From an optimization exercise on the open Yosys and OpenROAD flow, aimed at small area and few clock cycles per item; shortcuts taken in it are not production practice. In this exercise RTL edits were held to simulation tests only and were not proved equivalent to the original. Power is estimated from default activity; no workload was simulated.

==> flow/design.v <==
`timescale 1ns/1ps
`default_nettype none
module memSubsystemTop (
    input  logic        clk,
    input  logic        reset,
    input  logic        inValid,
    output logic        inReady,
    input  logic        inWrite,
    input  logic        inPoison,
    input  logic [3:0]  inByteMask,
    input  logic [15:0] inAddr,
    input  logic [31:0] inData,
    input  logic        rspStall,
    output logic        rspValid,
    output logic [31:0] rspData,
    output logic [3:0]  rspParityErr
);
    localparam int QDEPTH = 3;
    logic [31:0] mem    [16];
    logic [3:0]  poison [16];
    logic [3:0]  qAddr  [QDEPTH];
    logic        qValid [QDEPTH];
    logic        stallQ;
    logic        pop;
    logic        conflict;
    logic        full;
    logic        accept;
    logic        doWrite;
    logic        doRead;
    logic [3:0]  addr;
    assign addr     = inAddr[3:0];
    assign rspValid = qValid[0] && !stallQ;
    assign pop      = rspValid;
    always_comb begin
        conflict = 1'b0;
        for (int i = 0; i < QDEPTH; i++) begin
            if (qValid[i] && qAddr[i] == addr && !(i == 0 && pop)) conflict = 1'b1;
        end
    end
    assign full    = qValid[QDEPTH-1] && !pop;
    assign inReady = inWrite ? !conflict : !full;
    assign accept  = inValid && inReady && !reset;
    assign doWrite = accept && inWrite;
    assign doRead  = accept && !inWrite;
    always_ff @(posedge clk) begin
        for (int w = 0; w < 16; w++) begin
            for (int b = 0; b < 4; b++) begin
                if (doWrite && addr == 4'(w) && inByteMask[b]) begin
                    mem[w][b*8 +: 8] <= inData[b*8 +: 8];
                    poison[w][b]     <= inPoison;
                end
            end
        end
    end
    always_ff @(posedge clk) begin
        stallQ <= rspStall;
    end
    always_ff @(posedge clk) begin
        if (reset) begin
            for (int i = 0; i < QDEPTH; i++) qValid[i] <= 1'b0;
        end else begin
            for (int i = 0; i < QDEPTH; i++) begin
                logic       v;
                logic       vPrev;
                v     = pop ? ((i + 1 < QDEPTH) ? qValid[i+1] : 1'b0) : qValid[i];
                vPrev = (i == 0) ? 1'b1 : (pop ? qValid[i] : qValid[i-1]);
                qValid[i] <= v || (doRead && vPrev && !v);
            end
        end
    end
    always_ff @(posedge clk) begin
        for (int i = 0; i < QDEPTH; i++) begin
            logic       v;
            logic       vPrev;
            v     = pop ? ((i + 1 < QDEPTH) ? qValid[i+1] : 1'b0) : qValid[i];
            vPrev = (i == 0) ? 1'b1 : (pop ? qValid[i] : qValid[i-1]);
            if (doRead && vPrev && !v) qAddr[i] <= addr;
            else if (pop && i + 1 < QDEPTH) qAddr[i] <= qAddr[(i + 1 < QDEPTH) ? i + 1 : i];
        end
    end
    assign rspData      = mem[qAddr[0]];
    assign rspParityErr = poison[qAddr[0]];
endmodule
`default_nettype wire
==> flow/config.mk <==
export PLATFORM = sky130hd
export DESIGN_NAME = memSubsystemTop
export DESIGN_NICKNAME = memSubsystemTop
export VERILOG_FILES = /design/flow/design.v
export SDC_FILE = /design/flow/constraint.sdc
export NUM_CORES = 4
export LEC_CHECK = 0
export ABC_AREA = 1
export CAP_MARGIN = 20
export CORE_MARGIN = 2
export CORE_UTILIZATION = 70
export CTS_BUF_LIST = sky130_fd_sc_hd__clkbuf_8
export CTS_CLUSTER_DIAMETER = 60
export CTS_CLUSTER_SIZE = 18
export PLACE_DENSITY = 0.8
export SLEW_MARGIN = 20
==> flow/constraint.sdc <==
create_clock -name core_clock -period 5.0 [get_ports {clk}]
set_input_delay 1.0000 -clock core_clock [delete_from_list [all_inputs] [get_ports {clk}]]
set_output_delay 1.0000 -clock core_clock [all_outputs]
set_load 0.01 [all_outputs]
standard.sh (not shown) runs the stock make flow with config.mk's settings and CLKGATE_MAP_FILE= SYNTH_SCRIPT=/design/flow/synth_recipe.tcl, a recipe that flattens the netlist after the stock synthesis.
==> flow/flow/run.sh <==
#!/bin/bash
# The standard layout (the standard.sh, config.mk and make variables), with these changes:
#  - ABC maps the logic with an area-oriented script (flow/area.abc); registers are untouched
#  - the clock tree is built without dummy loads
#  - the port buffers are buf_1 cells instead of delay buffers
set -euo pipefail
HERE=$(pwd)
# The standard flow's synthesis script with the abc override prepended
{ cat "$HERE/flow/synth.tcl"; tail -n +2 "$HERE/synth_recipe.tcl"; } > "$HERE/own_synth.tcl"
sed -e "s#SYNTH_SCRIPT=[^ ]*#SYNTH_SCRIPT=$HERE/own_synth.tcl#" "$HERE/standard.sh" > "$HERE/own_standard.sh"
export OWN_ABC_SCRIPT="$HERE/flow/area.abc"
export BUFFER_PORTS_ARGS="-buffer_cell sky130_fd_sc_hd__buf_1"
export CTS_ARGS="-sink_clustering_enable -repair_clock_nets -dont_use_dummy_load -buf_list sky130_fd_sc_hd__clkbuf_8 -sink_clustering_size 18 -sink_clustering_max_diameter 60"
bash "$HERE/own_standard.sh" finish > "$HERE/flow_make.log" 2>&1
==> flow/flow/area.abc <==
strash
dch
amap
==> flow/flow/synth.tcl <==
# The standard flow's synthesis script, with ABC's technology mapping done by area.abc (area-oriented amap).
proc synth {args} { yosys synth -nofsm -noshare {*}$args }
proc abc {args} {
  set i [lsearch -exact $args -script]
  if { $i >= 0 } { set args [lreplace $args $i [expr {$i + 1}] -script $::env(OWN_ABC_SCRIPT)] }
  yosys abc {*}$args
}
Testbench counts at the start, summed over its fixed seeds: cycles 3,301, items 3,200.
Edit:
--- a/flow/design.v
+++ b/flow/design.v
@@ -14,9 +14,9 @@
     output logic        rspValid,
     output logic [31:0] rspData,
     output logic [3:0]  rspParityErr
 );
-    localparam int QDEPTH = 3;
+    localparam int QDEPTH = 2;
     logic [31:0] mem    [16];
     logic [3:0]  poison [16];
     logic [3:0]  qAddr  [QDEPTH];
     logic        qValid [QDEPTH];
Non-clock buffer count came out higher by 2.
Power came out lower by 1.2%.
Critical path depth is unchanged.
Global-route usage came out lower by 2.2 points.
Final area came out lower by 1.1%.
Area after synthesis came out lower by about 1.2%.
Setup slack degrades by 0.039 ns.
Die area came out lower by 1.2%.
Flip-flop and latch count came out lower by 5.
Via count came out lower by 2.8%.
Core utilization came out lower by 0.46 points.
Testbench counts after the change, summed over its fixed seeds: cycles 3,330, items 3,200.

==> port drivers added, routing unchanged <==
Ports are ideal in the flow. The routed layouts listed here were re-timed in OpenROAD.
Step 1, drivers: a clkbuf_16 drives clk and a buf_2 each remaining input, both assumed.
Step 2 also shifts input and output timing later by t, the mid clock arrival at the registers, as if the neighbouring blocks saw the same clock.
Slacks: ideal ports / drivers / drivers and shift; pairs: ideal ports / drivers.
| run | t (ns) | slack for setup (ns) | worst setup path after step 2 | slew at the worst register clock pin (ns) | pins driven straight from the clock port |
|---|---|---|---|---|---|
| the first run | 0.613 | 0.322 / 0.273 / 0.329 | input to register | 0.11 / 0.11 | 1 |
| the second run | 0.615 | 0.283 / 0.234 / 0.534 | input to register | 0.11 / 0.11 | 1 |
After both steps setup and hold are still met in every run listed.
